Background: an optimization exercise with open tools, aiming at small area, a short achievable clock period and few clock cycles per item. Do not read the settings as production practice. Only simulation tests tie the RTL to the original design; equivalence was not proved.

==> inputs of try-violet <==
==> flow/design.v <==
`default_nettype none
package scf_pkg;
   localparam int CHANNELS    = 2;
   localparam int CHAN_W      = 1;
   localparam int STORE_IDX_W = (CHANNELS > 1) ? $clog2(CHANNELS) : 1;
   localparam int EST_W  = 40;    
   localparam int NOISE_W = 32;   
   localparam int COV_W  = 33;    
   localparam int PMID_W = 34;    
   localparam int DEN_W  = 35;
   localparam int REM_W  = 36;
   localparam int QUO_W  = 33;    
   localparam int DIFF_W = 41;
   localparam int PROD_W = 65;
   localparam int ACC_W  = 42;
   localparam int DELTA_W = 43;
   localparam int CSR_IDX_W  = 2;
   localparam int CSR_DATA_W = 32;
   localparam logic [CSR_IDX_W-1:0] CSR_PROCESS_NOISE     = 2'd0;
   localparam logic [CSR_IDX_W-1:0] CSR_MEASUREMENT_NOISE = 2'd1;
   localparam logic [NOISE_W-1:0] PROCESS_NOISE_RESET     = 32'd4294967;
   localparam logic [NOISE_W-1:0] MEASUREMENT_NOISE_RESET = 32'd214748365;
   localparam logic [QUO_W-1:0] GAIN_ONE = 33'h1_0000_0000;
endpackage
`default_nettype wire
`default_nettype none
module scalar_kalman_filter
(
   input  wire logic                   clock,
   input  wire logic                   reset,
   input  wire logic                   req_tvalid,
   output logic                        req_tready,
   input  wire logic [scf_pkg::EST_W-1:0]       req_tdata,    
   input  wire logic [scf_pkg::CHAN_W-1:0]      req_tuser,    
   output logic                        rsp_tvalid,
   input  wire logic                   rsp_tready,
   output logic [scf_pkg::EST_W-1:0]            rsp_tdata,    
   output logic [scf_pkg::CHAN_W-1:0]           rsp_tuser,    
   input  wire logic                   csr_valid,
   output logic                        csr_ready,
   input  wire logic [scf_pkg::CSR_IDX_W-1:0]   csr_index,
   input  wire logic [scf_pkg::CSR_DATA_W-1:0]  csr_data
);
   localparam logic [1:0] E_IDLE = 2'd0, E_DIV = 2'd2, E_FIN = 2'd3;
   localparam logic [1:0] X_IDLE = 2'd0, X_MUL = 2'd1, X_SAT = 2'd2;
   function automatic logic [143:0] csa(input logic [71:0] a, input logic [71:0] b,
                                        input logic [71:0] c);
      logic [71:0] s, cy;
      s  = a ^ b ^ c;
      cy = (a & b) | (a & c) | (b & c);
      csa = {cy[70:0], 1'b0, s};
   endfunction
   logic [39:0] x0_ff, x1_ff;            
   logic [32:0] p0_ff, p1_ff;            
   logic [32:0] g0_ff, g1_ff;            
   logic        conv0_ff, conv1_ff;      
   logic [31:0] q_ff, r_ff;
   logic        h_valid_ff, h_ch_ff, h_gdone_ff;
   logic [39:0] h_z_ff;
   logic        xd_go_ff;                
   logic [1:0]  e_state_ff;
   logic [2:0]  e_cnt_ff;
   logic        e_rz_ff;                 
   logic [33:0] den_ff;
   logic [35:0] den3_ff;
   logic [33:0] rem_ff;
   logic [64:0] acc_ff;
   logic [3:0]  chunk_ff;
   logic        e_pmnz_ff;               
   logic [32:0] pold_ff;                 
   logic        chk_ff;                  
   logic        chk_ch_ff;
   logic        e_ch_ff;                 
   logic [1:0]  x_state_ff;
   logic [1:0]  m_cnt_ff;
   logic        xch_ff;
   logic [40:0] d_ff;
   logic [31:0] mg_ff;
   logic        mprev_ff;
   logic        mtop_ff;
   logic [43:0] macc_ff;
   logic        rsp_valid_ff;
   logic        rsp_ch_ff;
   assign csr_ready  = 1'b1;
   assign rsp_tvalid = rsp_valid_ff;
   assign rsp_tdata  = rsp_ch_ff ? x1_ff : x0_ff;
   assign rsp_tuser  = rsp_ch_ff;
   assign req_tready = ~h_valid_ff | xd_go_ff;
   logic accept, xd, s_done, e_start, e_fin, e_abort, e_last, e_gnext, g_bypass;
   logic h_valid_n, h_ch_n, h_gdone_n;
   logic conv0_n, conv1_n, gready, gready_n;
   logic [1:0] x_state_n;
   logic rsp_valid_n;
   logic csr_noise;
   logic [32:0] p_sel, p_new;
   logic conv_new;
   assign accept    = req_tvalid & req_tready;
   assign xd        = xd_go_ff;
   assign s_done    = (x_state_ff == X_SAT) & (~rsp_valid_ff | rsp_tready);
   assign gready    = h_gdone_ff | (h_ch_ff ? conv1_ff : conv0_ff);
   assign e_start   = ((e_state_ff == E_IDLE) | ((e_state_ff == E_FIN) & (h_ch_ff != e_ch_ff))) &
                      h_valid_ff & ~gready;
   assign e_abort   = (e_state_ff == E_DIV) & (e_cnt_ff == 3'd0) & gready;
   assign e_last    = (e_state_ff == E_DIV) & ~e_abort & (e_rz_ff | (e_cnt_ff == 3'd7));
   assign e_gnext   = (e_state_ff == E_DIV) & ~e_abort & (e_rz_ff | (e_cnt_ff == 3'd6));
   assign g_bypass  = (e_state_ff == E_DIV) & ~e_rz_ff & (e_cnt_ff == 3'd7);
   assign e_fin     = (e_state_ff == E_FIN);
   assign csr_noise = csr_valid & (csr_index == scf_pkg::CSR_PROCESS_NOISE ||
                                   csr_index == scf_pkg::CSR_MEASUREMENT_NOISE);
   assign p_sel     = h_ch_ff ? p1_ff : p0_ff;
   always_comb begin
      h_valid_n = accept ? 1'b1 : (xd ? 1'b0 : h_valid_ff);
      h_ch_n    = accept ? req_tuser[0] : h_ch_ff;
      h_gdone_n = accept ? 1'b0 : (e_gnext ? 1'b1 : h_gdone_ff);
      conv0_n   = conv0_ff;
      conv1_n   = conv1_ff;
      if (chk_ff) begin
         if (chk_ch_ff) conv1_n = conv_new;
         else           conv0_n = conv_new;
      end
      if (csr_noise) begin
         conv0_n = 1'b0;
         conv1_n = 1'b0;
      end
      gready_n = h_gdone_n | (h_ch_n ? conv1_n : conv0_n);
      x_state_n = x_state_ff;
      case (x_state_ff)
         X_IDLE:  if (xd) x_state_n = X_MUL;
         X_MUL:   if (m_cnt_ff == 2'd3) x_state_n = X_SAT;
         default: if (s_done) x_state_n = xd ? X_MUL : X_IDLE;
      endcase
      rsp_valid_n = s_done ? 1'b1 : (rsp_tready ? 1'b0 : rsp_valid_ff);
   end
   logic [143:0] c3a, c3c, c3d;
   logic [33:0]  pm_in, den_in;
   logic [35:0]  den3_in;
   assign c3a = csa({39'd0, p_sel}, {40'd0, q_ff}, {40'd0, r_ff});
   assign c3c = csa(c3a[71:0], c3a[143:72], {c3a[70:0], 1'b0});
   assign c3d = csa(c3c[71:0], c3c[143:72], {c3a[142:72], 1'b0});
   assign den3_in = c3d[35:0] + c3d[107:72];
   assign pm_in   = {1'b0, p_sel} + {2'b00, q_ff};
   assign den_in  = c3a[33:0] + c3a[105:72];
   function automatic logic [35:0] div_step(input logic [33:0] rem,
                                             input logic [33:0] den,
                                             input logic [35:0] den3);
      logic [35:0] t;
      logic [36:0] t1, t2, t3;
      logic [1:0]  j;
      logic [33:0] rn;
      t  = {rem, 2'b00};
      t1 = {1'b0, t} - {3'b000, den};
      t2 = {1'b0, t} - {2'b00, den, 1'b0};
      t3 = {1'b0, t} - {1'b0, den3};
      if (!t3[36]) begin
         j = 2'd3; rn = t3[33:0];
      end else if (!t2[36]) begin
         j = 2'd2; rn = t2[33:0];
      end else if (!t1[36]) begin
         j = 2'd1; rn = t1[33:0];
      end else begin
         j = 2'd0; rn = t[33:0];
      end
      div_step = {j, rn};
   endfunction
   logic [35:0] st1, st2;
   logic [3:0]  chunk_new;
   assign st1       = div_step(rem_ff, den_ff, den3_ff);
   assign st2       = div_step(st1[33:0], den_ff, den3_ff);
   assign chunk_new = {st1[35:34], st2[35:34]};
   logic [143:0] ha, hb, hc, hd;
   logic [71:0]  hr0, hr1, hr2, hr3, hrem;
   logic [64:0]  acc_next;
   assign hr0  = chunk_ff[0] ? {40'd0, r_ff}       : 72'd0;
   assign hr1  = chunk_ff[1] ? {39'd0, r_ff, 1'b0} : 72'd0;
   assign hr2  = chunk_ff[2] ? {38'd0, r_ff, 2'b0} : 72'd0;
   assign hr3  = chunk_ff[3] ? {37'd0, r_ff, 3'b0} : 72'd0;
   assign hrem = e_fin ? {38'd0, rem_ff} : 72'd0;
   assign ha = csa(hr0, hr1, hr2);
   assign hb = csa(hr3, hrem, {3'd0, acc_ff, 4'b0000});
   assign hc = csa(ha[71:0], ha[143:72], hb[71:0]);
   assign hd = csa(hc[71:0], hc[143:72], hb[143:72]);
   assign acc_next = hd[64:0] + hd[136:72];
   assign p_new    = e_rz_ff ? 33'd0 : acc_next[64:32];
   assign conv_new = ((chk_ch_ff ? p1_ff : p0_ff) == pold_ff);
   logic [39:0] x_sel, x_xch, x_fwd, sat_est;
   assign x_sel = h_ch_ff ? x1_ff : x0_ff;
   assign x_xch = xch_ff ? x1_ff : x0_ff;
   always_comb begin
      if (macc_ff[43:39] == 5'b00000 || macc_ff[43:39] == 5'b11111)
         sat_est = macc_ff[39:0];
      else if (macc_ff[43])
         sat_est = {1'b1, 39'd0};
      else
         sat_est = {1'b0, {39{1'b1}}};
   end
   assign x_fwd = ((x_state_ff == X_SAT) && (xch_ff == h_ch_ff)) ? sat_est : x_sel;
   function automatic logic [51:0] booth_row(input logic [2:0] b, input logic [40:0] d);
      logic one, two;
      logic [51:0] m;
      one = b[1] ^ b[0];
      two = (b[2] & ~b[1] & ~b[0]) | (~b[2] & b[1] & b[0]);
      m   = two ? {{10{d[40]}}, d, 1'b0} : (one ? {{11{d[40]}}, d} : 52'd0);
      booth_row = b[2] ? ~m : m;
   endfunction
   logic [8:0]  mbits;
   logic [51:0] b0, b1, b2, b3;
   logic [71:0] r0, r1, r2, r3, rx, rt, rm;
   logic [143:0] ma, mb, mc, md, me;
   logic [51:0] msum;
   logic        last_pass;
   logic [32:0] g_sel, g_eff;
   assign g_sel     = h_ch_ff ? g1_ff : g0_ff;
   assign g_eff     = g_bypass ? {g_sel[28:0], chunk_new} : g_sel;
   assign mbits     = {mg_ff[7:0], mprev_ff};
   assign last_pass = (m_cnt_ff == 2'd3);
   assign b0 = booth_row(mbits[2:0], d_ff);
   assign b1 = booth_row(mbits[4:2], d_ff);
   assign b2 = booth_row(mbits[6:4], d_ff);
   assign b3 = booth_row(mbits[8:6], d_ff);
   assign r0 = {20'd0, b0};
   assign r1 = {20'd0, b1[49:0], 1'b0, mbits[2]};
   assign r2 = {20'd0, b2[47:0], 1'b0, mbits[4], 2'b00};
   assign r3 = {20'd0, b3[45:0], 1'b0, mbits[6], 4'b0000};
   assign rx = {20'd0, (last_pass ? {{4{x_xch[39]}}, x_xch} : 44'd0), 1'b0, mbits[8], 6'd0};
   assign rt = {20'd0, ((last_pass && mtop_ff) ? {{3{d_ff[40]}}, d_ff} : 44'd0), 8'd0};
   assign rm = {20'd0, {8{macc_ff[43]}}, macc_ff};
   assign ma = csa(r0, r1, r2);
   assign mb = csa(r3, rx, rt);
   assign mc = csa(ma[71:0], ma[143:72], mb[71:0]);
   assign md = csa(mc[71:0], mc[143:72], mb[143:72]);
   assign me = csa(md[71:0], md[143:72], rm);
   assign msum = me[51:0] + me[123:72];
   always_ff @(posedge clock) begin
      if (reset) begin
         x0_ff        <= '0;
         x1_ff        <= '0;
         p0_ff        <= '0;
         p1_ff        <= '0;
         conv0_ff     <= 1'b0;
         conv1_ff     <= 1'b0;
         q_ff         <= scf_pkg::PROCESS_NOISE_RESET;
         r_ff         <= scf_pkg::MEASUREMENT_NOISE_RESET;
         h_valid_ff   <= 1'b0;
         h_gdone_ff   <= 1'b0;
         chk_ff       <= 1'b0;
         xd_go_ff     <= 1'b0;
         e_state_ff   <= E_IDLE;
         x_state_ff   <= X_IDLE;
         rsp_valid_ff <= 1'b0;
      end else begin
         if (csr_valid) begin
            case (csr_index)
               scf_pkg::CSR_PROCESS_NOISE:     q_ff <= csr_data;
               scf_pkg::CSR_MEASUREMENT_NOISE: r_ff <= csr_data;
               default: ;
            endcase
         end
         h_valid_ff   <= h_valid_n;
         h_gdone_ff   <= h_gdone_n;
         conv0_ff     <= conv0_n;
         conv1_ff     <= conv1_n;
         x_state_ff   <= x_state_n;
         rsp_valid_ff <= rsp_valid_n;
         xd_go_ff     <= h_valid_n & gready_n &
                         ((x_state_n == X_IDLE) | ((x_state_n == X_SAT) & ~rsp_valid_n));
         case (e_state_ff)
            E_IDLE: if (e_start) e_state_ff <= E_DIV;
            E_DIV:  if (e_abort) e_state_ff <= E_IDLE;
                    else if (e_last) e_state_ff <= E_FIN;
            default: e_state_ff <= e_start ? E_DIV : E_IDLE;
         endcase
         if (e_fin) begin
            if (e_ch_ff) p1_ff <= p_new;
            else         p0_ff <= p_new;
         end
         chk_ff <= e_fin;
         if (s_done) begin
            if (xch_ff) x1_ff <= sat_est;
            else        x0_ff <= sat_est;
         end
      end
      if (accept) begin
         h_ch_ff <= req_tuser[0];
         h_z_ff  <= req_tdata;
      end
      if (e_start) begin
         rem_ff   <= pm_in;
         den_ff   <= den_in;
         den3_ff  <= den3_in;
         e_rz_ff  <= (r_ff == 32'd0);
         acc_ff   <= '0;
         chunk_ff <= 4'h0;
         e_cnt_ff <= 3'd0;
         e_pmnz_ff <= (pm_in != 34'd0);
         e_ch_ff  <= h_ch_ff;
      end
      if (e_state_ff == E_DIV && e_cnt_ff == 3'd0) pold_ff <= e_ch_ff ? p1_ff : p0_ff;
      if (e_state_ff == E_DIV && !e_abort && !e_rz_ff) begin
         rem_ff   <= st2[33:0];
         chunk_ff <= chunk_new;
         acc_ff   <= acc_next;
         e_cnt_ff <= e_cnt_ff + 3'd1;
         if (e_ch_ff) g1_ff <= {((e_cnt_ff == 3'd0) ? 29'd0 : g1_ff[28:0]), chunk_new};
         else         g0_ff <= {((e_cnt_ff == 3'd0) ? 29'd0 : g0_ff[28:0]), chunk_new};
      end
      if (e_state_ff == E_DIV && !e_abort && e_rz_ff) begin
         if (e_ch_ff) g1_ff <= {e_pmnz_ff, 32'd0};
         else         g0_ff <= {e_pmnz_ff, 32'd0};
      end
      if (e_fin) chk_ch_ff <= e_ch_ff;
      if (xd) begin
         d_ff     <= {h_z_ff[39], h_z_ff} - {x_fwd[39], x_fwd};
         mg_ff    <= g_eff[31:0];
         mtop_ff  <= g_eff[32] | g_eff[31];
         mprev_ff <= 1'b0;
         macc_ff  <= '0;
         xch_ff   <= h_ch_ff;
         m_cnt_ff <= 2'd0;
      end else if (x_state_ff == X_MUL) begin
         macc_ff  <= msum[51:8];
         mg_ff    <= {8'd0, mg_ff[31:8]};
         mprev_ff <= mg_ff[7];
         m_cnt_ff <= m_cnt_ff + 2'd1;
      end
      if (s_done) rsp_ch_ff <= xch_ff;
   end
endmodule
`default_nettype wire
==> flow/run.sh <==
#!/bin/bash
# synth_recipe.tcl (not shown) runs the flow's synth.tcl, then flattens the netlist and writes it again
# the make line also repeats each setting of config.mk as NAME=value (left out here)
make -C /OpenROAD-flow-scripts/flow DESIGN_CONFIG=/design/flow/config.mk WORK_HOME=/design/flow/orfs CLKGATE_MAP_FILE= SYNTH_SCRIPT=/design/flow/synth_recipe.tcl finish
==> flow/config.mk <==
export PLATFORM = sky130hd
export DESIGN_NAME = scalar_kalman_filter
export DESIGN_NICKNAME = scalar_kalman_filter
export VERILOG_FILES = /design/flow/design.v
export SDC_FILE = /design/flow/constraint.sdc
export NUM_CORES = 4
export LEC_CHECK = 0
export CAP_MARGIN = 20
export CORE_MARGIN = 2
export CORE_UTILIZATION = 40
export SETUP_SLACK_MARGIN = 5
export SLEW_MARGIN = 20
==> flow/constraint.sdc <==
create_clock -name core_clock -period 12.0 [get_ports {clock}]
set_input_delay 2.4000 -clock core_clock [delete_from_list [all_inputs] [get_ports {clock}]]
set_output_delay 2.4000 -clock core_clock [all_outputs]
set_load 0.01 [all_outputs]
==> inputs of try-onyx, as changes to try-violet <==
--- a/flow/design.v
+++ b/flow/design.v
@@ -283,23 +283,19 @@
          h_ch_ff <= req_tuser[0];
          h_z_ff  <= req_tdata;
       end
+      rem_ff   <= e_start ? pm_in : st2[33:0];
+      chunk_ff <= e_start ? 4'h0 : chunk_new;
+      acc_ff   <= e_start ? 65'd0 : acc_next;
+      e_cnt_ff <= e_start ? 3'd0 : e_cnt_ff + 3'd1;
       if (e_start) begin
-         rem_ff   <= pm_in;
          den_ff   <= den_in;
          den3_ff  <= den3_in;
          e_rz_ff  <= (r_ff == 32'd0);
-         acc_ff   <= '0;
-         chunk_ff <= 4'h0;
-         e_cnt_ff <= 3'd0;
          e_pmnz_ff <= (pm_in != 34'd0);
          e_ch_ff  <= h_ch_ff;
       end
       if (e_state_ff == E_DIV && e_cnt_ff == 3'd0) pold_ff <= e_ch_ff ? p1_ff : p0_ff;
       if (e_state_ff == E_DIV && !e_abort && !e_rz_ff) begin
-         rem_ff   <= st2[33:0];
-         chunk_ff <= chunk_new;
-         acc_ff   <= acc_next;
-         e_cnt_ff <= e_cnt_ff + 3'd1;
          if (e_ch_ff) g1_ff <= {((e_cnt_ff == 3'd0) ? 29'd0 : g1_ff[28:0]), chunk_new};
          else         g0_ff <= {((e_cnt_ff == 3'd0) ? 29'd0 : g0_ff[28:0]), chunk_new};
       end
@@ -308,19 +304,16 @@
          else         g0_ff <= {e_pmnz_ff, 32'd0};
       end
       if (e_fin) chk_ch_ff <= e_ch_ff;
+      mg_ff    <= xd ? g_eff[31:0] : {8'd0, mg_ff[31:8]};
+      mprev_ff <= xd ? 1'b0 : mg_ff[7];
+      m_cnt_ff <= xd ? 2'd0 : m_cnt_ff + 2'd1;
       if (xd) begin
          d_ff     <= {h_z_ff[39], h_z_ff} - {x_fwd[39], x_fwd};
-         mg_ff    <= g_eff[31:0];
          mtop_ff  <= g_eff[32] | g_eff[31];
-         mprev_ff <= 1'b0;
          macc_ff  <= '0;
          xch_ff   <= h_ch_ff;
-         m_cnt_ff <= 2'd0;
       end else if (x_state_ff == X_MUL) begin
          macc_ff  <= msum[51:8];
-         mg_ff    <= {8'd0, mg_ff[31:8]};
-         mprev_ff <= mg_ff[7];
-         m_cnt_ff <= m_cnt_ff + 2'd1;
       end
       if (s_done) rsp_ch_ff <= xch_ff;
    end
- CORE_UTILIZATION: 40 -> 60
- CTS_BUF_LIST: unset -> sky130_fd_sc_hd__clkbuf_4 sky130_fd_sc_hd__clkbuf_8
- CTS_CLUSTER_SIZE: unset -> 30
==> flow_metrics.env <==
export IMPL_placedCellCount=9581
export IMPL_yosys_top_cells_count="inv_1, a21oi_1, nand2_1"
export IMPL_buffers=403
export IMPL_ys_top_cells_by_area="edfxtp_1, fa_1, ha_1"
export IMPL_max_freq_mhz=145.3
export IMPL_crit_arrival_ns=7.34
export IMPL_status="no timing/DRC/antenna violations"
export IMPL_rr_startpoint="rem_ff[3]"
export IMPL_fin_crit_sh_pct=57.37
export IMPL_syn_num_nets=8601
(the above is from try-violet)
==> flow_metrics.env <==
export IMPL_status="no timing/DRC/antenna violations"
export IMPL_max_freq_mhz=146.8
export IMPL_multi_input_area_share_pct=63.92
export IMPL_cts_setup_buffers=13
export IMPL_clock_sinks=659
export IMPL_yosys_top_cells_count="inv_1, nand2_1, a21oi_1"
export IMPL_fin_crit_sh_pct=56.76
export IMPL_power_total_mw=22.50
export IMPL_buffers=297
export IMPL_placedCellCount=8992
export IMPL_dp_hpwl_um=164500
export IMPL_pg_comb_mw=16.8
export IMPL_crit_arrival_ns=7.52
(the above is from try-onyx)
Testbench counts of try-violet, summed over its fixed seeds: cycles 24,062, items 3,200.
Testbench counts of try-onyx, summed over its fixed seeds: cycles 24,062, items 3,200.

[static timing again, ports no longer ideal]
In the flow no input, the clock included, has a driving cell. The finished layouts below were timed again as built, in two steps. Step 1, drivers: a clkbuf_16 drives clock and a buf_2 each remaining input, both assumed. Step 2 adds t to the input delays and takes it off the output delays; t is the mean of the earliest and latest rising clock arrival at the registers after step 1. Input paths then give back, and output paths get back, about the clock's delay inside the block. Slacks: no drivers / after step 1 / after step 2; pairs: no drivers / after step 1.
| run | t (ns) | setup WS [ns] | worst setup path at the end | worst register clock-pin slew, ns | pins driven straight from the clock port |
|---|---|---|---|---|---|
| try-violet | 0.797 | 5.115 / 5.115 / 5.115 | register to register | 0.07 / 0.07 | 1 |
| try-onyx | 0.883 | 5.189 / 5.189 / 5.189 | register to register | 0.07 / 0.07 | 1 |
After both steps setup and hold are still met in every run listed.
